This design comes from an exercise in tuning for small area, a short achievable clock period and few clock cycles per item on the open sky130 flow, not from production work. In this exercise RTL edits were held to simulation tests only and were not proved equivalent to the original. No activity file was given, so power comes from the tool's default toggle rates.

## xenon
==> flow/design.v <==
package tpu_pkg;
        localparam int ARRAY_DIM  = 4;
        localparam int DATA_WIDTH = 8;
        typedef logic [DATA_WIDTH-1:0] elem_t;
endpackage
`timescale 1ns/10ps
module tpu_pe
(
        input  logic [7:0] a_in,
        input  logic [7:0] b_in,
        input  logic [7:0] acc_in,
        output logic [7:0] sum
);
        logic pp1, pp2, pp3, pp4, pp5, pp6, pp7, pp8, pp9, pp10, pp11, pp12, pp13, pp14, pp15, pp16, pp17, pp18, pp19, pp20, pp21, pp22, pp23, pp24, pp25, pp26, pp27, pp28, pp29, pp30, pp31, pp32, pp33, pp34, pp35, pp36, s37, c38, s39, c40, s41, c42, s43, c44, s45, c46, s47, c48, s49, c50, s51, c52, s53, c54, s55, c56, s57, c58, s59, c60, s61, c62, s63, c64, s65, c66, s67, c68, s69, c70, s71, c72, s73, c74, s75, c76, s77, c78, s79, c80, s81, c82, s83, c84, s85, c86, x87, x88, x89, x90, x91, x92, x93, x94, x95, x96, x97, x98, x99, x100;
        logic [7:4] row0, row1;
        logic top, c7;
        assign pp1 = ~a_in[0] | ~b_in[0];
        assign pp2 = ~a_in[0] | ~b_in[1];
        assign pp3 = ~a_in[0] | ~b_in[2];
        assign pp4 = ~a_in[0] | ~b_in[3];
        assign pp5 = ~a_in[0] | ~b_in[4];
        assign pp6 = ~a_in[0] | ~b_in[5];
        assign pp7 = ~a_in[0] | ~b_in[6];
        assign pp8 = ~a_in[0] | ~b_in[7];
        assign pp9 = ~a_in[1] | ~b_in[0];
        assign pp10 = ~a_in[1] | ~b_in[1];
        assign pp11 = ~a_in[1] | ~b_in[2];
        assign pp12 = ~a_in[1] | ~b_in[3];
        assign pp13 = ~a_in[1] | ~b_in[4];
        assign pp14 = ~a_in[1] | ~b_in[5];
        assign pp15 = ~a_in[1] | ~b_in[6];
        assign pp16 = ~a_in[2] | ~b_in[0];
        assign pp17 = ~a_in[2] | ~b_in[1];
        assign pp18 = ~a_in[2] | ~b_in[2];
        assign pp19 = ~a_in[2] | ~b_in[3];
        assign pp20 = ~a_in[2] | ~b_in[4];
        assign pp21 = ~a_in[2] | ~b_in[5];
        assign pp22 = ~a_in[3] | ~b_in[0];
        assign pp23 = ~a_in[3] | ~b_in[1];
        assign pp24 = ~a_in[3] | ~b_in[2];
        assign pp25 = ~a_in[3] | ~b_in[3];
        assign pp26 = ~a_in[3] | ~b_in[4];
        assign pp27 = ~a_in[4] | ~b_in[0];
        assign pp28 = ~a_in[4] | ~b_in[1];
        assign pp29 = ~a_in[4] | ~b_in[2];
        assign pp30 = ~a_in[4] | ~b_in[3];
        assign pp31 = ~a_in[5] | ~b_in[0];
        assign pp32 = ~a_in[5] | ~b_in[1];
        assign pp33 = ~a_in[5] | ~b_in[2];
        assign pp34 = ~a_in[6] | ~b_in[0];
        assign pp35 = ~a_in[6] | ~b_in[1];
        assign pp36 = ~a_in[7] | ~b_in[0];
        assign s37 = pp1 ^ acc_in[0];
        assign c38 = pp1 & acc_in[0];
        assign s39 = pp2 ^ pp9 ^ acc_in[1];
        assign c40 = (pp2 & pp9) | (pp2 & acc_in[1]) | (pp9 & acc_in[1]);
        assign s41 = c38 ^ s39;
        assign c42 = c38 & s39;
        assign s43 = pp10 ^ pp16 ^ pp3;
        assign c44 = (pp10 & pp16) | (pp10 & pp3) | (pp16 & pp3);
        assign s45 = acc_in[2] ^ s43 ^ c40;
        assign c46 = (acc_in[2] & s43) | (acc_in[2] & c40) | (s43 & c40);
        assign s47 = c42 ^ s45;
        assign c48 = c42 & s45;
        assign s49 = pp11 ^ pp17 ^ pp22;
        assign c50 = (pp11 & pp17) | (pp11 & pp22) | (pp17 & pp22);
        assign s51 = pp4 ^ acc_in[3] ^ c44;
        assign c52 = (pp4 & acc_in[3]) | (pp4 & c44) | (acc_in[3] & c44);
        assign s53 = s49 ^ s51 ^ c46;
        assign c54 = (s49 & s51) | (s49 & c46) | (s51 & c46);
        assign s55 = c48 ^ s53;
        assign c56 = c48 & s53;
        assign s57 = pp12 ^ pp18 ^ pp23;
        assign c58 = (pp12 & pp18) | (pp12 & pp23) | (pp18 & pp23);
        assign s59 = pp27 ^ pp5 ^ acc_in[4];
        assign c60 = (pp27 & pp5) | (pp27 & acc_in[4]) | (pp5 & acc_in[4]);
        assign s61 = c50 ^ s57 ^ c52;
        assign c62 = (c50 & s57) | (c50 & c52) | (s57 & c52);
        assign s63 = s59 ^ s61 ^ c54;
        assign c64 = (s59 & s61) | (s59 & c54) | (s61 & c54);
        assign s65 = pp13 ^ pp19 ^ pp24;
        assign c66 = (pp13 & pp19) | (pp13 & pp24) | (pp19 & pp24);
        assign s67 = pp28 ^ pp31 ^ pp6;
        assign c68 = (pp28 & pp31) | (pp28 & pp6) | (pp31 & pp6);
        assign s69 = acc_in[5] ^ c58 ^ s65;
        assign c70 = (acc_in[5] & c58) | (acc_in[5] & s65) | (c58 & s65);
        assign s71 = s67 ^ c60 ^ s69;
        assign c72 = (s67 & c60) | (s67 & s69) | (c60 & s69);
        assign s73 = c62 ^ s71;
        assign c74 = c62 & s71;
        assign s75 = pp14 ^ pp20 ^ pp25;
        assign c76 = (pp14 & pp20) | (pp14 & pp25) | (pp20 & pp25);
        assign s77 = pp29 ^ pp32 ^ pp34;
        assign c78 = (pp29 & pp32) | (pp29 & pp34) | (pp32 & pp34);
        assign s79 = pp7 ^ acc_in[6] ^ c66;
        assign c80 = (pp7 & acc_in[6]) | (pp7 & c66) | (acc_in[6] & c66);
        assign s81 = c68 ^ s75 ^ s77;
        assign c82 = (c68 & s75) | (c68 & s77) | (s75 & s77);
        assign s83 = c70 ^ s79 ^ s81;
        assign c84 = (c70 & s79) | (c70 & s81) | (s79 & s81);
        assign s85 = c72 ^ s83;
        assign c86 = c72 & s83;
        tpu_x u_x87 (.a(pp15), .b(pp21), .y(x87));
        tpu_x u_x88 (.a(pp26), .b(pp30), .y(x88));
        tpu_x u_x89 (.a(pp33), .b(pp35), .y(x89));
        tpu_x u_x90 (.a(pp36), .b(pp8), .y(x90));
        tpu_x u_x91 (.a(x87), .b(x88), .y(x91));
        tpu_x u_x92 (.a(x89), .b(x90), .y(x92));
        tpu_x u_x93 (.a(acc_in[7]), .b(c76), .y(x93));
        tpu_x u_x94 (.a(c78), .b(x91), .y(x94));
        tpu_x u_x95 (.a(x92), .b(x93), .y(x95));
        tpu_x u_x96 (.a(x94), .b(c80), .y(x96));
        tpu_x u_x97 (.a(x95), .b(c82), .y(x97));
        tpu_x u_x98 (.a(x96), .b(x97), .y(x98));
        tpu_x u_x99 (.a(x98), .b(c84), .y(x99));
        tpu_x u_x100 (.a(x99), .b(c86), .y(x100));
        assign sum[0] = s37;
        assign sum[1] = s41;
        assign sum[2] = s47;
        assign sum[3] = s55;
        assign row0[4] = c56;
        assign row1[4] = s63;
        assign row0[5] = s73;
        assign row1[5] = c64;
        assign row0[6] = c74;
        assign row1[6] = s85;
        assign top = x100;
        assign {c7, sum[6:4]} = {1'b0, row0[6:4]} + {1'b0, row1[6:4]};
        tpu_x u_top (.a(top), .b(c7), .y(sum[7]));
endmodule
module tpu_x
(
        input  logic a,
        input  logic b,
        output logic y
);
        assign y = a ^ b;
endmodule
`timescale 1ns/10ps
module tpu_top
(
        input  logic clk,
        input  logic rst_n,
        input  logic in_valid,
        input  logic [31:0] a,
        input  logic [31:0] b,
        input  logic out_ready,
        output logic in_ready,
        output logic [31:0] out,
        output logic out_valid,
        output logic done
);
        localparam int N = 4;
        localparam int W = 8;
        logic [1:0]     kin;             
        logic           first;           
        logic [N-1:0]   orow;            
        logic [N*W-1:0] obuf [1:N-1];    
        logic [N*W-1:0] acc0;            
        logic [N*W-1:0] c_row [1:N-1];   
        logic last, ob_free, xfer, in_fire, out_fire;
        assign last     = (kin == 2'd3);
        assign ob_free  = !out_valid || (orow[N-1] && out_ready);
        assign in_ready = first ? (!orow[0] || out_ready) :
                          last  ? ob_free : 1'b1;
        assign in_fire  = in_valid && in_ready;
        assign xfer     = in_fire && last;
        assign out_valid = |orow;
        assign out_fire  = out_valid && out_ready;
        always_comb begin
                out = ~acc0 & {(N*W){orow[0]}};
                for (int r = 1; r < N; r++) begin
                        out = out | (~obuf[r] & {(N*W){orow[r]}});
                end
        end
        always_ff @(posedge clk or negedge rst_n) begin
                if (!rst_n) begin
                        kin  <= 2'd0;
                        first <= 1'b1;
                        orow <= '0;
                        done <= 1'b0;
                end else begin
                        done <= out_fire && orow[N-1];
                        if (in_fire) begin
                                kin   <= kin + 2'd1;
                                first <= last;
                        end
                        if (xfer) begin
                                orow <= 4'b0001;
                        end else if (out_fire) begin
                                orow <= {orow[N-2:0], 1'b0};
                        end
                end
        end
        always_ff @(posedge clk) begin
                if (xfer) begin
                        for (int r = 1; r < N; r++) begin
                                obuf[r] <= c_row[r];
                        end
                end
        end
        for (genvar i = 0; i < N; i++) begin : g_row
                for (genvar j = 0; j < N; j++) begin : g_col
                        logic [W-1:0] acc, sum;
                        tpu_pe u_pe (
                                .a_in   (a[(N-1-i)*W +: W]),
                                .b_in   (b[(N-1-j)*W +: W]),
                                .acc_in (first ? 8'd251 : acc),
                                .sum    (sum)
                        );
                        always_ff @(posedge clk) begin
                                if (in_fire) begin
                                        acc <= sum;
                                end
                        end
                        if (i == 0) begin : g_out0
                                assign acc0[(N-1-j)*W +: W] = acc;
                        end else begin : g_sum
                                assign c_row[i][(N-1-j)*W +: W] = sum;
                        end
                end
        end
endmodule
export LEC_CHECK = 0
export CAP_MARGIN = 20
export CORE_MARGIN = 2
export CORE_UTILIZATION = 55
export PLACE_DENSITY = 0.7
export SETUP_SLACK_MARGIN = 0.7
export SLEW_MARGIN = 20
export SYNTH_HIERARCHICAL = 1
create_clock -name core_clock -period 5.0 [get_ports {clk}]
standard.sh (not shown) runs the stock make flow with config.mk's settings and CLKGATE_MAP_FILE= SYNTH_SCRIPT=/design/flow/synth_recipe.tcl, a recipe that flattens the netlist after the stock synthesis.
==> flow/flow/run.sh <==
#!/bin/bash
# The standard layout with two changes:
# - the port buffers that buffer_ports inserts are sky130_fd_sc_hd__buf_4 instead of the
#   library's default pick, so the input ports can drive their fanout; every port still
#   gets its own buffer;
# - synthesis is the standard flow's own script (synth_recipe.tcl) except that Yosys's synth skips its
#   generic ABC pass (-noabc), so the full and half adders written in the RTL reach
#   extract_fa as written instead of re-expressed with inverters. Everything else (the
#   -nofsm -noshare synth, flattening, renaming, flip-flop mapping and the final ABC
#   mapping) is unchanged, so the registers are the standard synthesis's.
set -euo pipefail
sed '1s/.*/proc synth {args} { yosys synth -nofsm -noshare -noabc {*}$args }/' \
        synth_recipe.tcl > noabc_synth.tcl
sed "s#SYNTH_SCRIPT=[^ ]*#SYNTH_SCRIPT=$PWD/noabc_synth.tcl#" standard.sh > standard_noabc.sh
export BUFFER_PORTS_ARGS="-buffer_cell sky130_fd_sc_hd__buf_4"
bash standard_noabc.sh > standard.log 2>&1
Testbench counts of xenon, summed over its fixed seeds: cycles 1,320, jobs 320.
## Diff of input files: onyx against xenon
--- a/flow/config.mk
+++ b/flow/config.mk
@@ -10,5 +10,5 @@
 export CORE_UTILIZATION = 55
 export PLACE_DENSITY = 0.7
-export SETUP_SLACK_MARGIN = 0.7
+export SETUP_SLACK_MARGIN = 1.8
 export SLEW_MARGIN = 20
 export SYNTH_HIERARCHICAL = 1
--- outcome ---
- onyx: PASS, flow complete, no timing, DRC or antenna violations
- Compare xenon and onyx | switching power as a share of total power lower: onyx
- Looking at total routing resource utilization after global routing across xenon and onyx, the one that comes out lower is xenon.
- In the reports for xenon and onyx, the larger final cell count without fillers belongs to onyx.
- Going from xenon to onyx, non-clock buffer count increased by 89 relative to the old numbers; share of the core filled with cells has increased; met2 layer usage reported by global route picked up an extra 6.5 points; first-pass GRT wire length has increased.
- [compare] base=xenon new=onyx: worst-case headroom to the max-slew limit went up by 4.7 points; number of instances in the placed design essentially unchanged; number of ports placed on the die boundary saw little to no change.
- In the reports for xenon and onyx, the larger total wire length belongs to onyx.
Edits applied to the flow inputs when going from onyx to cedar:
--- a/flow/config.mk
+++ b/flow/config.mk
@@ -9,6 +9,6 @@
 export CORE_MARGIN = 2
 export CORE_UTILIZATION = 55
-export PLACE_DENSITY = 0.7
-export SETUP_SLACK_MARGIN = 1.8
+export PLACE_DENSITY = 0.78
+export SETUP_SLACK_MARGIN = 1.2
 export SLEW_MARGIN = 20
 export SYNTH_HIERARCHICAL = 1
==> summary.txt <==
- cedar and onyx ended up with roughly the same total global routing overflow.
- Summary of cedar over onyx: multi-input logic portion of the cell area shows an increase of 2.3 points; utilization after layout has decreased; largest fanout of any net on the critical path climbed 20.
- Relative max-transition margin: cedar vs onyx up 0.56 points
- Post-synthesis to final-layout area growth: onyx and cedar compared, lower one is cedar
- cedar: all stages complete, timing, DRC and antenna checks passed
- onyx has higher number of buffers added for setup after CTS than cedar.
- Min post-route fraction of the period consumed by the critical path across onyx and cedar: onyx
diff inputs: cedar => garnet
--- a/flow/config.mk
+++ b/flow/config.mk
@@ -9,6 +9,6 @@
 export CORE_MARGIN = 2
 export CORE_UTILIZATION = 55
-export PLACE_DENSITY = 0.78
-export SETUP_SLACK_MARGIN = 1.2
+export PLACE_DENSITY = 0.7
+export SETUP_SLACK_MARGIN = 1.4
 export SLEW_MARGIN = 20
 export SYNTH_HIERARCHICAL = 1
Results
garnet reports a higher total power than cedar does. Route | garnet vs cedar | wire longer in garnet. garnet -> cedar: number of buffer and inverter instances along the worst setup path flat. Sequential power in garnet is about 0.8% above cedar. Measured against each other, cedar and garnet differ in share of power burned in the clock network, the lower figure coming from garnet. Clock power in garnet vs cedar: down about 3%.
The following lists how pepper was set up differently from garnet:
--- a/flow/config.mk
+++ b/flow/config.mk
@@ -9,6 +9,7 @@
 export CORE_MARGIN = 2
 export CORE_UTILIZATION = 55
+export GPL_TIMING_DRIVEN = 0
 export PLACE_DENSITY = 0.7
-export SETUP_SLACK_MARGIN = 1.4
+export SETUP_SLACK_MARGIN = 1.2
 export SLEW_MARGIN = 20
 export SYNTH_HIERARCHICAL = 1
The final layout from pepper, which completed every stage, passed the timing, DRC and antenna checks at the end of the flow. Wire length of the first global-routing pass shrinks by a few percent when moving from garnet to pepper. On clock network contribution to total cell area, pepper tracks garnet almost exactly. On leakage power: between garnet and pepper, it ends up lower for garnet. Run comparison: pepper launch point of the worst path first; garnet launch point of the worst path b[24]. On pepper: sequential share of cell area is 0.30 points higher than what garnet gave.
Inputs modified between pepper and quartz:
--- a/flow/config.mk
+++ b/flow/config.mk
@@ -9,7 +9,6 @@
 export CORE_MARGIN = 2
 export CORE_UTILIZATION = 55
-export GPL_TIMING_DRIVEN = 0
 export PLACE_DENSITY = 0.7
-export SETUP_SLACK_MARGIN = 1.2
+export SETUP_SLACK_MARGIN = 1.0
 export SLEW_MARGIN = 20
 export SYNTH_HIERARCHICAL = 1
--- outcome ---
The final reports for quartz and pepper show power share of the sequential group higher in the former. In the flow results for pepper and quartz, the hold slack is larger on pepper. Measured against each other, pepper and quartz differ in total power, the higher figure coming from pepper. The run showing the greater largest stage delay on the critical path is quartz. Comparing combinational cell fraction of total power for pepper and quartz, the bigger number came from pepper. Compare pepper and quartz | final critical-path share of the clock period lower: pepper. The sequential share of layout area reported for quartz is greater than that of pepper by 1.4 points. Looking at global-route met1 utilization, quartz sits 3.4 points higher than pepper does. Changes observed in quartz relative to pepper: wire length of the first global-routing pass has increased; initial antenna violation count has decreased. quartz went all the way through synthesis, placement and routing and the layout is clean on timing, DRC and antenna.

[separate check: timing with driven ports]
In the flow no input, the clock included, has a driving cell. The finished layouts below were timed again as built, in two steps. Step 1 assumes that a clkbuf_16 drives the clock port and a buf_2 every other input. Step 2 moves the port delays by t, midway between the first and last clock arrival at a register: inputs arrive t later, outputs are due t later. That takes back most of the time a late clock gives input paths. Slacks: ideal ports / drivers / drivers and shift; pairs: ideal ports / drivers.
run	t, ns	setup WS [ns]	hold WS [ns]	worst setup path at the end	slew at the worst register clock pin (ns)
xenon	0.591	0.823 / 0.823 / 0.502	0.274 / 0.246 / 0.482	input to register	0.06 / 0.06
onyx	0.615	1.414 / 1.337 / 0.721	0.244 / 0.213 / 0.515	input to register	0.07 / 0.07
cedar	0.594	1.282 / 1.270 / 0.707	0.268 / 0.244 / 0.526	input to register	0.06 / 0.06
garnet	0.603	1.422 / 1.425 / 0.822	0.258 / 0.230 / 0.485	input to register	0.07 / 0.07
pepper	0.600	1.248 / 1.248 / 0.736	0.262 / 0.234 / 0.508	input to register	0.06 / 0.06
quartz	0.605	1.110 / 1.110 / 0.552	0.251 / 0.225 / 0.491	input to register	0.07 / 0.07
After both steps setup and hold are still met in every run listed. The setup slack of onyx, which loses most, moves by -0.077 ns with the drivers and by -0.693 ns with both steps.
